From an optimization exercise on the open Yosys and OpenROAD flow, aimed at small area, a short achievable clock period and few clock cycles per item; shortcuts taken in it are not production practice. RTL that was checked went through simulation tests only; none was proved equivalent to the original.

==> inputs of run a <==
// poly_basemul_ctrl
module poly_basemul_ctrl
#(
  parameter int unsigned N_PAIRS = KYBER_N_PAIRS,
  parameter int unsigned ADDR_W  = PAIR_ADDR_W
) (
  input  logic              clk,
  input  logic              rst,
  input  logic              start,
  input  logic              acc_en,
  output logic              busy,
  output logic              done,
  output logic [ADDR_W-1:0] rd_addr,
  output logic              rd_en,
  input  logic [23:0]       a_rdata,
  input  logic [23:0]       b_rdata,
  input  logic [11:0]       g_rdata,
  input  logic [23:0]       c_rdata,
  output logic              wr_en,
  output logic [ADDR_W-1:0] wr_addr,
  output logic [23:0]       wr_data
);
export LEC_CHECK = 0
export CAP_MARGIN = 20
export CORE_MARGIN = 2
export CORE_UTILIZATION = 40
export SLEW_MARGIN = 20
create_clock -name core_clock -period 52.0 [get_ports {clk}]
standard.sh (not shown) runs the stock make flow with config.mk's settings and CLKGATE_MAP_FILE= SYNTH_SCRIPT=/design/flow/synth_recipe.tcl, a recipe that flattens the netlist after the stock synthesis.
==> flow/flow/run.sh <==
#!/bin/bash
# Own layout flow: the standard layout, except that Yosys's synth command runs
# without its internal "abc -fast" pass, so that the explicit full-adder trees of the
# RTL reach extract_fa unchanged (fewer inverters around the adder cells). The
# registers, their names and cell types are those of the standard synthesis.
set -euo pipefail
W=$(pwd)
sed 's/yosys synth -nofsm -noshare /yosys synth -nofsm -noshare -noabc /' synth_recipe.tcl > own_synth.tcl
grep -q -- '-noabc' own_synth.tcl
sed "s|SYNTH_SCRIPT=[^ ]*synth_recipe.tcl|SYNTH_SCRIPT=$W/own_synth.tcl|" standard.sh > own_standard.sh
grep -q 'own_synth.tcl' own_standard.sh
bash own_standard.sh > own_flow.log 2>&1
==> inputs of run b, as changes to run a <==
==> flow/run.sh (new file) <==
#!/bin/bash
# synth_recipe.tcl (not shown) runs the flow's synth.tcl, then flattens the netlist and writes it again
# the make line also repeats each setting of config.mk as NAME=value (left out here)
make -C /OpenROAD-flow-scripts/flow DESIGN_CONFIG=/design/flow/config.mk WORK_HOME=/design/flow/orfs CLKGATE_MAP_FILE= SYNTH_SCRIPT=/design/flow/synth_recipe.tcl finish
removed: flow/flow/run.sh
removed: flow/standard.sh
==> comparison table <==
| quantity | run a | run b |
|---|---|---|
| M1 WL | 39200 um | 38400 um |
| Worst skew pair latency | 600 ps | 620 ps |
| Hold WS | 324 ps | 323 ps |
| Number of global-route vias before repair | 25200 | 27400 |
| Number of antenna cells inserted | 0 | 3 |
| Seq/Total Area, Yosys | 14.4% | 13.4% |
| Inverters, non-clock | 52 | 813 |
| Outcome | timing/DRC/antenna clean | timing/DRC/antenna clean |
| Iter 0 DRT Violations | 1541 | 1546 |
| Sum of net half-perimeters after detailed placement | 69900 um | 73400 um |
| Layout cell share with drive strength beyond 1 | 4.21% | 3.60% |
| Multi-input gate share of the layout cell area | 75.7% | 69.7% |
No run of this note included a check of the RTL's function; only the layout flow was run.

==> v23: inputs <==
==> flow/design.v <==
package poly_basemul_ctrl_pkg;
  localparam int unsigned KYBER_Q       = 3329;
  localparam int unsigned KYBER_N_PAIRS = 128;
  localparam int unsigned PAIR_ADDR_W   = 7;
  localparam int unsigned COEF_W        = 12;
  localparam int unsigned WORD_W        = 2 * COEF_W;
endpackage
module basemul_barrett #(
  parameter int unsigned YW = 25,
  parameter int unsigned SH = 11,
  parameter int unsigned S2 = 14
) (
  input  logic [YW-1:0] y,
  output logic [12:0]   r
);
  localparam int unsigned HW = YW - SH;
  logic [HW-1:0]    h;
  logic [HW+13:0]   hm;
  logic [12:0]      qt;
  always_comb begin
    h  = y[YW-1:SH];
    hm = ({h, 13'd0} + {2'd0, h, 11'd0}) - ({h, 7'd0} + {h, 5'd0} + (HW+14)'(h));
    qt = hm[S2+12:S2];
    r  = y[12:0] - ({qt[1:0], 11'd0} + {qt[2:0], 10'd0} + {qt[4:0], 8'd0} + qt);
  end
endmodule
module basemul_csub (
  input  logic [12:0] r,
  output logic [11:0] c
);
  logic [13:0] d;
  always_comb begin
    d = {1'b0, r} - 14'd3329;
    c = d[13] ? r[11:0] : d[11:0];
  end
endmodule
module basemul_unit
(
  input  logic        clk,
  input  logic [23:0] a,
  input  logic [23:0] b,
  input  logic [11:0] g,
  input  logic [23:0] cin,
  input  logic        acc,
  output logic [23:0] c
);
  logic [11:0] a0, a1, b0, b1, c0a, c1a;
  logic [23:0] p00, p11;
  logic [25:0] x1w;
  logic [24:0] x1;
  logic [23:0] x0;
  logic [12:0] t, r1;
  logic [11:0] c1;
  always_comb begin
    a0  = a[11:0];
    a1  = a[23:12];
    b0  = b[11:0];
    b1  = b[23:12];
    c0a = acc ? cin[11:0]  : 12'd0;
    c1a = acc ? cin[23:12] : 12'd0;
    p00 = a0 * b0;
    p11 = a1 * b1;
    x1w = ({13'd0, ({1'b0, a0} + {1'b0, a1})} * {13'd0, ({1'b0, b0} + {1'b0, b1})})
          - {2'd0, p00} - {2'd0, p11} + {14'd0, c1a};
    x1  = x1w[24:0];
    x0  = p00 + {12'd0, c0a};
  end
  basemul_barrett #(.YW(24), .SH(11), .S2(14)) u_red_t  (.y(p11), .r(t));
  basemul_barrett #(.YW(25), .SH(11), .S2(14)) u_red_c1 (.y(x1),  .r(r1));
  basemul_csub u_csub_c1 (.r(r1), .c(c1));
  logic [11:0] g_q;
  logic [12:0] t_q;
  logic [23:0] x0_q;
  logic [11:0] c1_q;
  always_ff @(posedge clk) begin
    g_q  <= g;
    t_q  <= t;
    x0_q <= x0;
    c1_q <= c1;
  end
  logic [24:0] y0;
  logic [12:0] r0;
  logic [11:0] c0;
  always_comb y0 = {13'd0, g_q} * {12'd0, t_q} + {1'b0, x0_q};
  basemul_barrett #(.YW(25), .SH(10), .S2(15)) u_red_c0 (.y(y0), .r(r0));
  basemul_csub u_csub_c0 (.r(r0), .c(c0));
  always_comb c = {c1_q, c0};
endmodule
import poly_basemul_ctrl_pkg::*;
module poly_basemul_ctrl
#(
  parameter int unsigned N_PAIRS = KYBER_N_PAIRS,
  parameter int unsigned ADDR_W  = PAIR_ADDR_W
) (
  input  logic              clk,
  input  logic              rst,
  input  logic              start,
  input  logic              acc_en,
  output logic              busy,
  output logic              done,
  output logic [ADDR_W-1:0] rd_addr,
  output logic              rd_en,
  input  logic [23:0]       a_rdata,
  input  logic [23:0]       b_rdata,
  input  logic [11:0]       g_rdata,
  input  logic [23:0]       c_rdata,
  output logic              wr_en,
  output logic [ADDR_W-1:0] wr_addr,
  output logic [23:0]       wr_data
);
  localparam logic [ADDR_W-1:0] LAST_K = ADDR_W'(N_PAIRS - 1);
  logic acc_q;
  logic v1, v2, v3;
  always_ff @(posedge clk or posedge rst) begin
    if (rst) begin
      acc_q   <= 1'b0;
      busy    <= 1'b0;
      done    <= 1'b0;
      rd_en   <= 1'b0;
      rd_addr <= '0;
      v1      <= 1'b0;
      v2      <= 1'b0;
      v3      <= 1'b0;
      wr_en   <= 1'b0;
      wr_addr <= '0;
    end else begin
      done <= 1'b0;
      if (start && !busy && !done) begin
        acc_q <= acc_en;
        busy  <= 1'b1;
        rd_en <= 1'b1;
      end
      if (rd_en) begin
        rd_addr <= rd_addr + ADDR_W'(1);
        if (rd_addr == LAST_K) rd_en <= 1'b0;
      end
      v1    <= rd_en;
      v2    <= v1;
      v3    <= v2;
      wr_en <= v3;
      if (wr_en) begin
        wr_addr <= wr_addr + ADDR_W'(1);
        if (wr_addr == LAST_K) begin
          busy <= 1'b0;
          done <= 1'b1;
        end
      end
    end
  end
  logic [23:0] a_q, b_q, c_q;
  logic [11:0] g_q;
  always_ff @(posedge clk) begin
    a_q <= a_rdata;
    b_q <= b_rdata;
    g_q <= g_rdata;
    c_q <= c_rdata;
  end
  logic [23:0] res;
  basemul_unit u_basemul (
    .clk (clk),
    .a   (a_q),
    .b   (b_q),
    .g   (g_q),
    .cin (c_q),
    .acc (acc_q),
    .c   (res)
  );
  always_ff @(posedge clk) wr_data <= res;
endmodule
==> flow/run.sh <==
#!/bin/bash
# synth_recipe.tcl (not shown) runs the flow's synth.tcl, then flattens the netlist and writes it again
# the make line also repeats each setting of config.mk as NAME=value (left out here)
make -C /OpenROAD-flow-scripts/flow DESIGN_CONFIG=/design/flow/config.mk WORK_HOME=/design/flow/orfs CLKGATE_MAP_FILE= SYNTH_SCRIPT=/design/flow/synth_recipe.tcl finish
==> flow/config.mk <==
export PLATFORM = sky130hd
export DESIGN_NAME = poly_basemul_ctrl
export DESIGN_NICKNAME = poly_basemul_ctrl
export VERILOG_FILES = /design/flow/design.v
export SDC_FILE = /design/flow/constraint.sdc
export NUM_CORES = 4
export LEC_CHECK = 0
export CAP_MARGIN = 20
export CORE_MARGIN = 2
export CORE_UTILIZATION = 40
export SLEW_MARGIN = 20
==> flow/constraint.sdc <==
create_clock -name core_clock -period 52.0 [get_ports {clk}]
set_input_delay 10.4000 -clock core_clock [delete_from_list [all_inputs] [get_ports {clk}]]
set_output_delay 10.4000 -clock core_clock [all_outputs]
set_load 0.01 [all_outputs]
==> inputs of v37, as changes to v23 <==
==> flow/design.v (replaced) <==
package poly_basemul_ctrl_pkg;
  localparam int unsigned KYBER_Q       = 3329;
  localparam int unsigned KYBER_N_PAIRS = 128;
  localparam int unsigned PAIR_ADDR_W   = 7;
  localparam int unsigned COEF_W        = 12;
  localparam int unsigned WORD_W        = 2 * COEF_W;
  typedef enum logic [1:0] {
    ST_IDLE  = 2'd0,
    ST_RUN   = 2'd1,
    ST_DRAIN = 2'd2,
    ST_DONE  = 2'd3
  } state_t;
endpackage
import poly_basemul_ctrl_pkg::*;
module basemul_unit
(
  input  logic [WORD_W-1:0] a,
  input  logic [WORD_W-1:0] b,
  input  logic [COEF_W-1:0] g,
  output logic [WORD_W-1:0] c
);
  function automatic [COEF_W-1:0] mod_add;
    input [COEF_W-1:0] x;
    input [COEF_W-1:0] y;
    reg [COEF_W:0] s;
    reg [COEF_W:0] q;
    q = KYBER_Q;
    s = {1'b0, x} + {1'b0, y};
    if (s >= q) s = s - q;
    mod_add = s[COEF_W-1:0];
  endfunction
  localparam int unsigned PROD_W = 2 * COEF_W;
  logic [PROD_W-1:0] p00, p11, p01, p10, pg;
  logic [COEF_W-1:0] r00, r11, r01, r10, rg;
  always_comb begin
    p00 = PROD_W'(a[COEF_W-1:0])      * PROD_W'(b[COEF_W-1:0]);
    p11 = PROD_W'(a[WORD_W-1:COEF_W]) * PROD_W'(b[WORD_W-1:COEF_W]);
    p01 = PROD_W'(a[COEF_W-1:0])      * PROD_W'(b[WORD_W-1:COEF_W]);
    p10 = PROD_W'(a[WORD_W-1:COEF_W]) * PROD_W'(b[COEF_W-1:0]);
    r00 = COEF_W'(p00 % PROD_W'(KYBER_Q));
    r11 = COEF_W'(p11 % PROD_W'(KYBER_Q));
    r01 = COEF_W'(p01 % PROD_W'(KYBER_Q));
    r10 = COEF_W'(p10 % PROD_W'(KYBER_Q));
    pg  = PROD_W'(g) * PROD_W'(r11);
    rg  = COEF_W'(pg % PROD_W'(KYBER_Q));
    c   = {mod_add(r01, r10), mod_add(r00, rg)};
  end
endmodule
import poly_basemul_ctrl_pkg::*;
module poly_basemul_ctrl
#(
  parameter int unsigned N_PAIRS = KYBER_N_PAIRS,
  parameter int unsigned ADDR_W  = PAIR_ADDR_W
) (
  input  logic              clk,
  input  logic              rst,
  input  logic              start,
  input  logic              acc_en,
  output logic              busy,
  output logic              done,
  output logic [ADDR_W-1:0] rd_addr,
  output logic              rd_en,
  input  logic [23:0]       a_rdata,
  input  logic [23:0]       b_rdata,
  input  logic [11:0]       g_rdata,
  input  logic [23:0]       c_rdata,
  output logic              wr_en,
  output logic [ADDR_W-1:0] wr_addr,
  output logic [23:0]       wr_data
);
  function automatic [COEF_W-1:0] mod_add;
    input [COEF_W-1:0] x;
    input [COEF_W-1:0] y;
    reg [COEF_W:0] s;
    reg [COEF_W:0] q;
    q = KYBER_Q;
    s = {1'b0, x} + {1'b0, y};
    if (s >= q) s = s - q;
    mod_add = s[COEF_W-1:0];
  endfunction
  localparam logic [ADDR_W-1:0] LAST_K = ADDR_W'(N_PAIRS - 1);
  poly_basemul_ctrl_pkg::state_t state;
  logic [ADDR_W-1:0] k;
  logic              acc_q;
  logic              drain_cnt;
  logic              v1;
  logic [ADDR_W-1:0] addr1;
  logic [23:0]       bm_c;
  logic [23:0]       res;
  always_ff @(posedge clk or posedge rst) begin
    if (rst) begin
      state     <= ST_IDLE;
      k         <= '0;
      acc_q     <= 1'b0;
      drain_cnt <= 1'b0;
      busy      <= 1'b0;
      done      <= 1'b0;
      rd_en     <= 1'b0;
      rd_addr   <= '0;
    end else begin
      done <= 1'b0;
      case (state)
        ST_IDLE: begin
          if (start) begin
            acc_q   <= acc_en;
            k       <= '0;
            rd_addr <= '0;
            rd_en   <= 1'b1;
            busy    <= 1'b1;
            state   <= ST_RUN;
          end
        end
        ST_RUN: begin
          if (k == LAST_K) begin
            rd_en     <= 1'b0;
            drain_cnt <= 1'b0;
            state     <= ST_DRAIN;
          end else begin
            k       <= k + ADDR_W'(1);
            rd_addr <= k + ADDR_W'(1);
          end
        end
        ST_DRAIN: begin
          if (drain_cnt) begin
            busy  <= 1'b0;
            done  <= 1'b1;
            state <= ST_DONE;
          end else begin
            drain_cnt <= 1'b1;
          end
        end
        ST_DONE: state <= ST_IDLE;
        default: state <= ST_IDLE;
      endcase
    end
  end
  always_ff @(posedge clk or posedge rst) begin
    if (rst) begin
      v1    <= 1'b0;
      addr1 <= '0;
    end else begin
      v1    <= rd_en;
      addr1 <= rd_addr;
    end
  end
  basemul_unit u_basemul (
    .a (a_rdata),
    .b (b_rdata),
    .g (g_rdata),
    .c (bm_c)
  );
  always_comb begin
    res = bm_c;
    if (acc_q) begin
      res = {mod_add(bm_c[23:12], c_rdata[23:12]), mod_add(bm_c[11:0], c_rdata[11:0])};
    end
  end
  always_ff @(posedge clk or posedge rst) begin
    if (rst) begin
      wr_en   <= 1'b0;
      wr_addr <= '0;
      wr_data <= '0;
    end else begin
      wr_en <= v1;
      if (v1) begin
        wr_addr <= addr1;
        wr_data <= res;
      end
    end
  end
endmodule
==> notes <==
- Final cell count: v23 is smaller than v37 (45%).
- Against v37, the critical path depth of v23 is lower by 104.
- Synthesized cell count: v23 is smaller than v37 (about 46%).
- Of v23 and v37, v37 has the higher via count (gap 54%, measured against v37).
- In v37 the wire length is higher than in v23, by about 100%.
- Against v23, the global-route usage of v37 is higher by 4.0 points.
Testbench counts of v23, summed over its fixed seeds: cycles 6,432, jobs 48.
Testbench counts of v37, summed over its fixed seeds: cycles 6,336, jobs 48.

-- separate check: timing with driven ports --
No port has a modelled driver above. Below, the same layouts with a new extraction and two added sets of constraints. Step 1 (the two cells are an assumption about what drives the block):
set clk [get_ports {clk}]
set_driving_cell -lib_cell sky130_fd_sc_hd__clkbuf_16 $clk
set_driving_cell -lib_cell sky130_fd_sc_hd__buf_2 [delete_from_list [all_inputs] $clk]
Step 2 also shifts input and output timing later by t, the mid clock arrival at the registers, as if the neighbouring blocks saw the same clock. Slacks: ideal ports / drivers / drivers and shift; pairs: ideal ports / drivers.
run | t (ns) | slack for setup (ns) | slew at the worst register clock pin (ns) | worst data-port slew with drivers (ns) | pins driven straight from the clock port
run a | 0.655 | 39.848 / 39.784 / 40.292 | 0.07 / 0.07 | 0.05 | 1
run b | 0.673 | 39.863 / 39.797 / 40.236 | 0.07 / 0.07 | 0.05 | 1
v23 | 0.567 | 33.197 / 33.197 / 33.197 | 0.09 / 0.09 | 0.06 | 1
v37 | 0.334 | 1.945 / 1.948 / 1.615 | 0.07 / 0.07 | 0.22 | 1
After both steps every run listed still meets setup and hold. For v37, which loses most, drivers alone change the setup slack by +0.003 ns; drivers and shift together by -0.330 ns.
